What follows belongs to an exercise in optimizing a design on an open flow for small area; a production flow would make more cautious choices. Only simulation tests tie the RTL to the original design; equivalence was not proved. Power is estimated from default activity; no workload was simulated.

==> flow/design.v, too long to show whole: its modules and the start of the top module <==
// module fold_delay_line: 374 lines
// module coef_bank: 31 lines
// module fa_cell: 4 lines
// module ha_cell: 4 lines
// module hold_mux: 7 lines
// module dasel: 11 lines
// module dabit: 8 lines
// module symmetric_mac: 3295 lines
// module fir_sym_top: 40 lines
module fir_sym_top (
  input  logic                 clk,
  input  logic                 rst_n,
  input  logic                 in_valid,
  input  fir_pkg::sample_t     in_data,
  input  logic                 coef_wr,
  input  fir_pkg::coef_addr_t  coef_addr,
  input  fir_pkg::coef_t       coef_data,
  output logic                 out_valid,
  output fir_pkg::acc_t        out_data
);
  // ...
==> flow/run.sh <==
#!/bin/bash
# synth_recipe.tcl (not shown) runs the flow's synth.tcl, then flattens the netlist and writes it again
# the make line also repeats each setting of config.mk as NAME=value (left out here)
make -C /OpenROAD-flow-scripts/flow DESIGN_CONFIG=/design/flow/config.mk WORK_HOME=/design/flow/orfs CLKGATE_MAP_FILE= SYNTH_SCRIPT=/design/flow/synth_recipe.tcl finish
==> flow/config.mk <==
export PLATFORM = sky130hd
export DESIGN_NAME = fir_sym_top
export DESIGN_NICKNAME = fir_sym_top
export VERILOG_FILES = /design/flow/design.v
export SDC_FILE = /design/flow/constraint.sdc
export NUM_CORES = 4
export LEC_CHECK = 0
export CAP_MARGIN = 20
export CELL_PAD_IN_SITES_DETAIL_PLACEMENT = 1
export CELL_PAD_IN_SITES_GLOBAL_PLACEMENT = 1
export CORE_MARGIN = 2
export CORE_UTILIZATION = 40
export CTS_CLUSTER_DIAMETER = 80
export CTS_CLUSTER_SIZE = 30
export PLACE_DENSITY = 0.5
export SLEW_MARGIN = 20
export SYNTH_HIERARCHICAL = 1
==> flow/constraint.sdc <==
create_clock -name core_clock -period 9.0 [get_ports {clk}]
set_input_delay 1.8000 -clock core_clock [delete_from_list [all_inputs] [get_ports {clk}]]
set_output_delay 1.8000 -clock core_clock [all_outputs]
set_load 0.01 [all_outputs]
==> qor.txt, run 1 <==
crit path max fanout: 5
worst path bufs/invs: 0
total CTS buffers: 55
number of global-route vias before repair: 66200
Seq area share: 0.185
Die Wd: 422 um
DP Cell Count: 8918
Design Area, Final: 78800 sq um
outcome: complete, no violations
Power Total: 8040 uW
pre-CTS setup slack: 0.395 ns
largest net degree at the start of global routing: 159
R2R setup slack: 0.30 ns
Hold Path Stages: 1
Synth top cells by count: fa_1, a21oi_1, o22ai_1, dfxtp_1, a22o_1
fillers: 18700
CTS tree: yes
CTS resizes: 0
initial core utilization: 0.402
Setup Fix Bufs, Post-CTS: 0
Clock transition at path regs: 0.10 ns
Seq pwr share: 0.438
WL met2: 162000 um
Largest cell class: multi-input gates
nets: 8335
Clk Latency, worst-skew pair: 0.78 ns
Total Neg Setup Slack: 0 ns
Largest Register: i_fold_delay_line.tap
DRT met1 WL: 160000 um
post-route setup slack: 0.299 ns
max cap viols: 0
H-tree depth: 2
XOR/XNOR share of the synthesized area: 0
number of synthesized flops with an enable pin: 0
area of the core: 174000 sq um
inverters: 159
delay of the slowest critical-path stage: 0.56 ns
Non-clock buffers, area share: 0.0554
Internal Power: 5200 uW
M1 GR Usage: 0.599
Top delay family on crit path: adder cells
==> module hold_mux, before the edit <==
module hold_mux #(parameter int W = 1) (
  input  logic         take, keep,
  input  logic [W-1:0] d, q,
  output logic [W-1:0] y
);
  assign y = ({W{take}} & d) | ({W{keep}} & q);
endmodule
==> run 2: changes to the inputs <==
--- a/flow/design.v
+++ b/flow/design.v
@@ -436,17 +436,25 @@
   assign s  = a ^ b;
   assign co = a & b;
 endmodule
 module hold_mux #(parameter int W = 1) (
   input  logic         take, keep,
   input  logic [W-1:0] d, q,
   output logic [W-1:0] y
 );
-  assign y = ({W{take}} & d) | ({W{keep}} & q);
+  for (genvar i = 0; i < W; i++) begin : g_bit
+    hold_bit u_bit (.take(take), .keep(keep), .d(d[i]), .q(q[i]), .y(y[i]));
+  end
+endmodule
+module hold_bit (
+  input  logic take, keep, d, q,
+  output logic y
+);
+  assign y = (take & d) | (keep & q);
 endmodule
 module dasel (
   input  logic        ne1, ne2, e3,
   input  logic [15:0] na, nb,
   input  logic [16:0] ab,
   output logic [16:0] n
 );
   for (genvar i = 0; i < 16; i++) begin : g_bit
@@ -3694,22 +3702,22 @@
   wire q0_s11, q0_c11;
   fa_cell u_q0_11 (.a(cs_q[35]), .b(cs_q[36]), .c(q0_c10), .s(q0_s11), .co(q0_c11));
   wire q0_s12, q0_c12;
   fa_cell u_q0_12 (.a(cs_q[37]), .b(cs_q[38]), .c(q0_c11), .s(q0_s12), .co(q0_c12));
   wire q0_s13, q0_c13;
   fa_cell u_q0_13 (.a(cs_q[39]), .b(cs_q[40]), .c(q0_c12), .s(q0_s13), .co(q0_c13));
   wire q0_s14, q0_c14;
   fa_cell u_q0_14 (.a(cs_q[41]), .b(cs_q[42]), .c(q0_c13), .s(q0_s14), .co(q0_c14));
-  wire q1z_s15, q1z_c15;
-  fa_cell u_q1z_15 (.a(cs_q[43]), .b(cs_q[44]), .c(1'b1), .s(q1z_s15), .co(q1z_c15));
-  wire q1z_s16, q1z_c16;
-  fa_cell u_q1z_16 (.a(cs_q[45]), .b(cs_q[46]), .c(q1z_c15), .s(q1z_s16), .co(q1z_c16));
+  wire q0_s15, q0_c15;
+  fa_cell u_q0_15 (.a(cs_q[43]), .b(cs_q[44]), .c(q0_c14), .s(q0_s15), .co(q0_c15));
+  wire q0_s16, q0_c16;
+  fa_cell u_q0_16 (.a(cs_q[45]), .b(cs_q[46]), .c(q0_c15), .s(q0_s16), .co(q0_c16));
   wire q1z_s17, q1z_c17;
-  fa_cell u_q1z_17 (.a(cs_q[47]), .b(cs_q[48]), .c(q1z_c16), .s(q1z_s17), .co(q1z_c17));
+  fa_cell u_q1z_17 (.a(cs_q[47]), .b(cs_q[48]), .c(1'b1), .s(q1z_s17), .co(q1z_c17));
   wire q1z_s18, q1z_c18;
   fa_cell u_q1z_18 (.a(cs_q[49]), .b(cs_q[50]), .c(q1z_c17), .s(q1z_s18), .co(q1z_c18));
   wire q1z_s19, q1z_c19;
   fa_cell u_q1z_19 (.a(cs_q[51]), .b(cs_q[52]), .c(q1z_c18), .s(q1z_s19), .co(q1z_c19));
   wire q1z_s20, q1z_c20;
   fa_cell u_q1z_20 (.a(cs_q[53]), .b(cs_q[54]), .c(q1z_c19), .s(q1z_s20), .co(q1z_c20));
   wire q1z_s21, q1z_c21;
   fa_cell u_q1z_21 (.a(cs_q[55]), .b(cs_q[56]), .c(q1z_c20), .s(q1z_s21), .co(q1z_c21));
@@ -3717,50 +3725,44 @@
   fa_cell u_q1z_22 (.a(cs_q[57]), .b(cs_q[58]), .c(q1z_c21), .s(q1z_s22), .co(q1z_c22));
   wire q1z_s23, q1z_c23;
   fa_cell u_q1z_23 (.a(cs_q[59]), .b(cs_q[60]), .c(q1z_c22), .s(q1z_s23), .co(q1z_c23));
   wire q1z_s24, q1z_c24;
   fa_cell u_q1z_24 (.a(cs_q[61]), .b(cs_q[62]), .c(q1z_c23), .s(q1z_s24), .co(q1z_c24));
   wire q1z_s25, q1z_c25;
   fa_cell u_q1z_25 (.a(1'b1), .b(1'b1), .c(q1z_c24), .s(q1z_s25), .co(q1z_c25));
   wire q1o_s26, q1o_c26;
-  ha_cell u_q1o_26 (.a(cs_q[43]), .b(cs_q[44]), .s(q1o_s26), .co(q1o_c26));
+  ha_cell u_q1o_26 (.a(cs_q[47]), .b(cs_q[48]), .s(q1o_s26), .co(q1o_c26));
   wire q1o_s27, q1o_c27;
-  fa_cell u_q1o_27 (.a(cs_q[45]), .b(cs_q[46]), .c(q1o_c26), .s(q1o_s27), .co(q1o_c27));
+  fa_cell u_q1o_27 (.a(cs_q[49]), .b(cs_q[50]), .c(q1o_c26), .s(q1o_s27), .co(q1o_c27));
   wire q1o_s28, q1o_c28;
-  fa_cell u_q1o_28 (.a(cs_q[47]), .b(cs_q[48]), .c(q1o_c27), .s(q1o_s28), .co(q1o_c28));
+  fa_cell u_q1o_28 (.a(cs_q[51]), .b(cs_q[52]), .c(q1o_c27), .s(q1o_s28), .co(q1o_c28));
   wire q1o_s29, q1o_c29;
-  fa_cell u_q1o_29 (.a(cs_q[49]), .b(cs_q[50]), .c(q1o_c28), .s(q1o_s29), .co(q1o_c29));
+  fa_cell u_q1o_29 (.a(cs_q[53]), .b(cs_q[54]), .c(q1o_c28), .s(q1o_s29), .co(q1o_c29));
   wire q1o_s30, q1o_c30;
-  fa_cell u_q1o_30 (.a(cs_q[51]), .b(cs_q[52]), .c(q1o_c29), .s(q1o_s30), .co(q1o_c30));
+  fa_cell u_q1o_30 (.a(cs_q[55]), .b(cs_q[56]), .c(q1o_c29), .s(q1o_s30), .co(q1o_c30));
   wire q1o_s31, q1o_c31;
-  fa_cell u_q1o_31 (.a(cs_q[53]), .b(cs_q[54]), .c(q1o_c30), .s(q1o_s31), .co(q1o_c31));
+  fa_cell u_q1o_31 (.a(cs_q[57]), .b(cs_q[58]), .c(q1o_c30), .s(q1o_s31), .co(q1o_c31));
   wire q1o_s32, q1o_c32;
-  fa_cell u_q1o_32 (.a(cs_q[55]), .b(cs_q[56]), .c(q1o_c31), .s(q1o_s32), .co(q1o_c32));
+  fa_cell u_q1o_32 (.a(cs_q[59]), .b(cs_q[60]), .c(q1o_c31), .s(q1o_s32), .co(q1o_c32));
   wire q1o_s33, q1o_c33;
-  fa_cell u_q1o_33 (.a(cs_q[57]), .b(cs_q[58]), .c(q1o_c32), .s(q1o_s33), .co(q1o_c33));
+  fa_cell u_q1o_33 (.a(cs_q[61]), .b(cs_q[62]), .c(q1o_c32), .s(q1o_s33), .co(q1o_c33));
   wire q1o_s34, q1o_c34;
-  fa_cell u_q1o_34 (.a(cs_q[59]), .b(cs_q[60]), .c(q1o_c33), .s(q1o_s34), .co(q1o_c34));
-  wire q1o_s35, q1o_c35;
-  fa_cell u_q1o_35 (.a(cs_q[61]), .b(cs_q[62]), .c(q1o_c34), .s(q1o_s35), .co(q1o_c35));
-  wire q1o_s36, q1o_c36;
-  fa_cell u_q1o_36 (.a(1'b1), .b(1'b1), .c(q1o_c35), .s(q1o_s36), .co(q1o_c36));
-  wire qm37 = q0_c14 ? q1z_s15 : q1o_s26;
-  wire qm38 = q0_c14 ? q1z_s16 : q1o_s27;
-  wire qm39 = q0_c14 ? q1z_s17 : q1o_s28;
-  wire qm40 = q0_c14 ? q1z_s18 : q1o_s29;
-  wire qm41 = q0_c14 ? q1z_s19 : q1o_s30;
-  wire qm42 = q0_c14 ? q1z_s20 : q1o_s31;
-  wire qm43 = q0_c14 ? q1z_s21 : q1o_s32;
-  wire qm44 = q0_c14 ? q1z_s22 : q1o_s33;
-  wire qm45 = q0_c14 ? q1z_s23 : q1o_s34;
-  wire qm46 = q0_c14 ? q1z_s24 : q1o_s35;
-  wire qm47 = q0_c14 ? q1z_s25 : q1o_s36;
-  wire qm48 = q0_c14 ? q1z_c25 : q1o_c36;
-  always_ff @(posedge clk) out_data <= ~{qm47, qm46, qm45, qm44, qm43, qm42, qm41, qm40, qm39, qm38, qm37, q0_s14, q0_s13, q0_s12, q0_s11, q0_s10, q0_s9, q0_s8, q0_s7, q0_s6, q0_s5, q0_s4, q0_s3, q0_s2, q0_s1, cs_q[14], cs_q[13], cs_q[12], cs_q[11], cs_q[10], cs_q[9], cs_q[8], cs_q[7], cs_q[6], cs_q[5], cs_q[4], cs_q[3], cs_q[2], cs_q[1], cs_q[0]};
+  fa_cell u_q1o_34 (.a(1'b1), .b(1'b1), .c(q1o_c33), .s(q1o_s34), .co(q1o_c34));
+  wire qm35 = q0_c16 ? q1z_s17 : q1o_s26;
+  wire qm36 = q0_c16 ? q1z_s18 : q1o_s27;
+  wire qm37 = q0_c16 ? q1z_s19 : q1o_s28;
+  wire qm38 = q0_c16 ? q1z_s20 : q1o_s29;
+  wire qm39 = q0_c16 ? q1z_s21 : q1o_s30;
+  wire qm40 = q0_c16 ? q1z_s22 : q1o_s31;
+  wire qm41 = q0_c16 ? q1z_s23 : q1o_s32;
+  wire qm42 = q0_c16 ? q1z_s24 : q1o_s33;
+  wire qm43 = q0_c16 ? q1z_s25 : q1o_s34;
+  wire qm44 = q0_c16 ? q1z_c25 : q1o_c34;
+  always_ff @(posedge clk) out_data <= ~{qm43, qm42, qm41, qm40, qm39, qm38, qm37, qm36, qm35, q0_s16, q0_s15, q0_s14, q0_s13, q0_s12, q0_s11, q0_s10, q0_s9, q0_s8, q0_s7, q0_s6, q0_s5, q0_s4, q0_s3, q0_s2, q0_s1, cs_q[14], cs_q[13], cs_q[12], cs_q[11], cs_q[10], cs_q[9], cs_q[8], cs_q[7], cs_q[6], cs_q[5], cs_q[4], cs_q[3], cs_q[2], cs_q[1], cs_q[0]};
 endmodule
 `default_nettype wire
 `timescale 1ns/100ps
 `default_nettype none
 module fir_sym_top (
   input  logic                 clk,
   input  logic                 rst_n,
   input  logic                 in_valid,
==> flow/config.mk (replaced) <==
export PLATFORM = sky130hd
export DESIGN_NAME = fir_sym_top
export DESIGN_NICKNAME = fir_sym_top
export VERILOG_FILES = /design/flow/design.v
export SDC_FILE = /design/flow/constraint.sdc
export NUM_CORES = 4
export LEC_CHECK = 0
export CAP_MARGIN = 20
export CELL_PAD_IN_SITES_DETAIL_PLACEMENT = 1
export CELL_PAD_IN_SITES_GLOBAL_PLACEMENT = 1
export CORE_MARGIN = 2
export CORE_UTILIZATION = 35
export CTS_CLUSTER_DIAMETER = 80
export CTS_CLUSTER_SIZE = 30
export PLACE_DENSITY = 0.5
export SLEW_MARGIN = 20
export SYNTH_HIERARCHICAL = 1
==> qor.txt, run 2 <==
Yosys top cell by area: fa_1
root buffer cell: clkbuf_16
post-DR wirelength/cell: 45.6 um
Fin. Hold Viols: 0
Mapped Cells: 6013
Synth top cells by count: fa_1, a21oi_1, o22ai_1, dfxtp_1, a22o_1
crit path DAT: 9.32 ns
RSZ-0062 raised after global routing: no
CP required: 9.70 ns
initial core utilization: 0.353 (-0.0493)
port buffer count: 83
number of remaining DRC errors: 0
Final min period: 8.62 ns
first-pass GRT wire length: 580000 um
global route overflow: 0
# IOs: 84
Worst-Margin Slew: 1.22 ns
Largest Register: i_fold_delay_line.tap
largest net degree at the start of global routing: 140 (-12%)
mean area per synthesized cell: 11.5 sq um
CTS resizes: 0 (unchanged)
vias per cell: 6.90
crit path max fanout: 20 (+15)
DRT antenna net count: 0
Worst R2R Path Depth: 19
post-synthesis compound-gate area fraction: 0.269
number of flip-flops under the largest register name: 280
Worst R2R Start: i_coef_bank.coefs[83]$_DFF_P_
Finished Core Util: 0.405
All-Layer GR Usage: 0.422
number of global-route vias before repair: 65000 (-1.8%)
most frequent CP cell: fa_1
number of synthesized flops with an enable pin: 0 (unchanged)
initial antenna violation count: 38
reg2reg end: i_symmetric_mac.cs_q[14]$_DFF_P_
total CTS buffers: 57 (+3.6%)
DP Cell Count: 9215 (+3.3%)
f_max: 116 MHz
R2R setup slack: 0.38 ns (+0.08 ns)
nets: 8333 (-0.024%)
share of the yosys chip area belonging to registers: 0.212
fillers: 21200 (+13%)
Leak: 0.0185 uW
largest registers: i_fold_delay_line.tap x280, i_fold_delay_line.psum x147, i_coef_bank.coefs x128
worst min-delay path endpoint: i_symmetric_mac.out_data[3]$_DFF_P_
multiplexer share of the synthesized area: 0.00598
Fin Hold WS: 0.355 ns
deepest clock path buffer count: 3
period utilization: 0.958
Rel. slew slack: 0.182
clock share of power: 0.385
final clock skew: 0.116 ns
Top Usage Layer GRT: met2
ys async rst share: 0
die footprint: 201000 sq um
PD cells: 103 nW/um^2
largest family of logic cells by synthesized area: adder cells
drt total wl: 426000 um
Synth Register Bits: 729
worst hold path type: register to register
Post-DP HPWL: 342000 um
top cells by area, synth: fa_1, dfxtp_1, o22ai_1
Seq pwr share: 0.430 (-0.008)
Setup crit start kind: register
commonest non-fill, non-tap cell in the layout: fa_1
Clock transition at path regs: 0.10 ns (about the same)
worst vdd ir: 0.000167 V
Hold Path Stages: 1 (unchanged)
hold path startpoint: i_symmetric_mac.cs_q[3]$_DFF_P_
Logic pwr share: 0.186
Design Area, Final: 79200 sq um (+0.52%)
Setup violations, final: 0
Global Route met3 Usage: 0.239
Syn. warnings: 13
Die Wd: 448 um (+6.1%)
Sw Share: 0.348
CP Capture Type: register
Post-synth top flop: dfxtp_1
most frequent cells in the layout: fa_1, a21oi_1, o22ai_1
fin. max-slew vios: 0
delay of the slowest critical-path stage: 0.58 ns (+0.02 ns)
XOR/XNOR share of the synthesized area: 0 (unchanged)
Distinct cells, synth: 26
layout cell share with drive strength beyond 1: 0.0928
CP Class: register to register
adder-cell share of the synthesized area: 0.474
Clk Latency, worst-skew pair: 0.83 ns (+0.05 ns)
initial DRC count: 9117
CTS Sinks: 729
Routability Congestion: 1.08
H-tree depth: 2 (unchanged)
non-filler cells, final: 9348
CTS tree: yes
Psw: 2850 uW
Yosys top cell area share: 0.470
most frequent cell after synthesis: fa_1
area post-placement: 76700 sq um
Layout area overhead: 14.8%
Setup Fix Bufs, Post-CTS: 0 (unchanged)
Die Y: 448 um
hold buffer count at CTS: 0
max cap viols: 0 (unchanged)
outcome: complete, no violations
Crit-path slowest cell: fa_1
FP Rows: 162
via count: 64500
met2 global-route usage: 0.579
M1 GR Usage: 0.551 (-0.0475)
area of the core: 195000 sq um (+12%)
Internal Power: 5330 uW (+2.6%)
Total Neg Setup Slack: 0 ns (unchanged)
Synth Area in Simple Gates: 0.0297
Critical Path, Cell by Cell: inv_1 -> buf_4 -> o22ai_1 -> a21oi_1 -> fa_1 -> fa_1 -> fa_1 -> fa_1 -> fa_1 -> fa_1 -> fa_1 -> fa_1 -> fa_1 -> fa_1 -> fa_1 -> fa_1 -> fa_1 -> fa_1 -> fa_1
Mapped Area: 69000 sq um
total iterations of the first detailed-routing run: 9
[run 2: changes by cell type after synthesis, sizes merged]
| cell | delta |
|---|---|
| inv | +2 |
| buf | -87 |
| mux2i | -2 |
| clkbuf | -1 |
| fa | -2 |
[run 2: cell type report]
| class | count | area [sq um] | share of cell area |
|---|---|---|---|
| clock buffers | 58 | 1450 | 0.0183 |
| diodes | 25 | 62.6 | 0.000790 |
| clock inverters | 50 | 920 | 0.0116 |
| flip-flops and latches | 729 | 14600 | 0.184 |
| inverters | 161 | 604 | 0.00763 |
| multi-input cells | 5148 | 53900 | 0.681 |
| well taps | 2624 | 3280 | 0.0415 |
| repair buffers | 553 | 4360 | 0.0551 |
[run 2: metrics by stage]
step,total power [uW],setup WS (ns)
final,8190,0.378
after global routing,8460,0.262
after CTS,8220,0.448
after detailed placement,5060,0.538
after global placement,5050,0.539
after floorplan,4180,1.06
[run 2: logic make-up after synthesis]
group                      Yosys count
and+or+nand+nor                    369
other                                2
buffers and inverters              166
adders and majority gates         1640
DFF                                729
AOI/OAI and AO/OA                 3072
muxes                               35
[run 2: how the worst max path moves through the flow]
stage / startpoint / endpoint / slack, ns / depth (start not counted)
floorplan: i_fold_delay_line.psum[63]$_DFF_P_ / i_symmetric_mac.cs_q[14]$_DFF_P_ / 1.06 / 19
detailed placement: i_fold_delay_line.psum[84]$_DFF_P_ / i_symmetric_mac.cs_q[14]$_DFF_P_ / 0.54 / 19
CTS: i_fold_delay_line.tap[4][0]$_DFF_P_ / i_fold_delay_line.psum[125]$_DFF_P_ / 0.45 / 19
global route: i_fold_delay_line.tap[4][0]$_DFF_P_ / i_fold_delay_line.psum[125]$_DFF_P_ / 0.26 / 19
finish: i_coef_bank.coefs[83]$_DFF_P_ / i_symmetric_mac.cs_q[14]$_DFF_P_ / 0.38 / 19
global placement: i_fold_delay_line.tap[4][0]$_DFF_P_ / i_fold_delay_line.psum[123]$_DFF_P_ / 0.54 / 19
[run 2: Yosys stat by module (local to each module, per instance), a selection]
module	times used	cells inside	flip-flops and latches
coef_bank	1	223	196
dabit	1328	2	0
dasel	83	1	0
fa_cell	1621	1	0
fir_sym_top	1	6	3
fold_delay_line	1	457	427
ha_cell	19	1	0
hold_bit	408	1	0
symmetric_mac	1	540	103
[run 2: routing by layer]
layer | vias up | share of wire
met1 | 34500 | 0.40
met3 | 957 | 0.16
met5 | - | 0.0015
li1 | 24200 | -
met2 | 4779 | 0.40
met4 | 30 | 0.043
[run 2: power groups by stage]
stage | registers [uW] | clock network (uW) | logic [uW]
after floorplan | 3610 | 0 | 574
after global placement | 3590 | 0 | 1460
after detailed placement | 3590 | 0 | 1470
after CTS | 3520 | 3230 | 1470
after global routing | 3540 | 3350 | 1580
final | 3520 | 3150 | 1520
[run 2: critical path, delay by kind of cell (launching register included)]
kind,cells,cell delay (ns)
DFF,1,0.35
buffers and inverters,2,0.43
AOI/OAI and AO/OA,2,0.70
adders and majority gates,15,7.01

-- afterwards: timing with drivers on the ports --
No port has a modelled driver above. Below, the same layouts with a new extraction and two added sets of constraints. Step 1 sets driving cells, clkbuf_16 on the clock port and buf_2 on the other inputs (assumed; they add their load-dependent delay and slew). Step 2, shift: input delay + t, output delay - t, t = (earliest + latest rising clock arrival at the registers) / 2. This alone moves slack from input paths to output paths. Slacks: no drivers / after step 1 / after step 2; pairs: no drivers / after step 1.
| run | shift t [ns] | slack for setup (ns) | worst setup path at the end | slew at the worst register clock pin (ns) | worst slew at a driven data input, ns |
|---|---|---|---|---|---|
| run 1 | 0.852 | 0.299 / 0.299 / 0.299 | register to register | 0.12 / 0.12 | 0.17 |
| run 2 | 0.874 | 0.378 / 0.378 / 0.378 | register to register | 0.11 / 0.11 | 0.18 |
After both steps setup and hold are still met in every run listed.
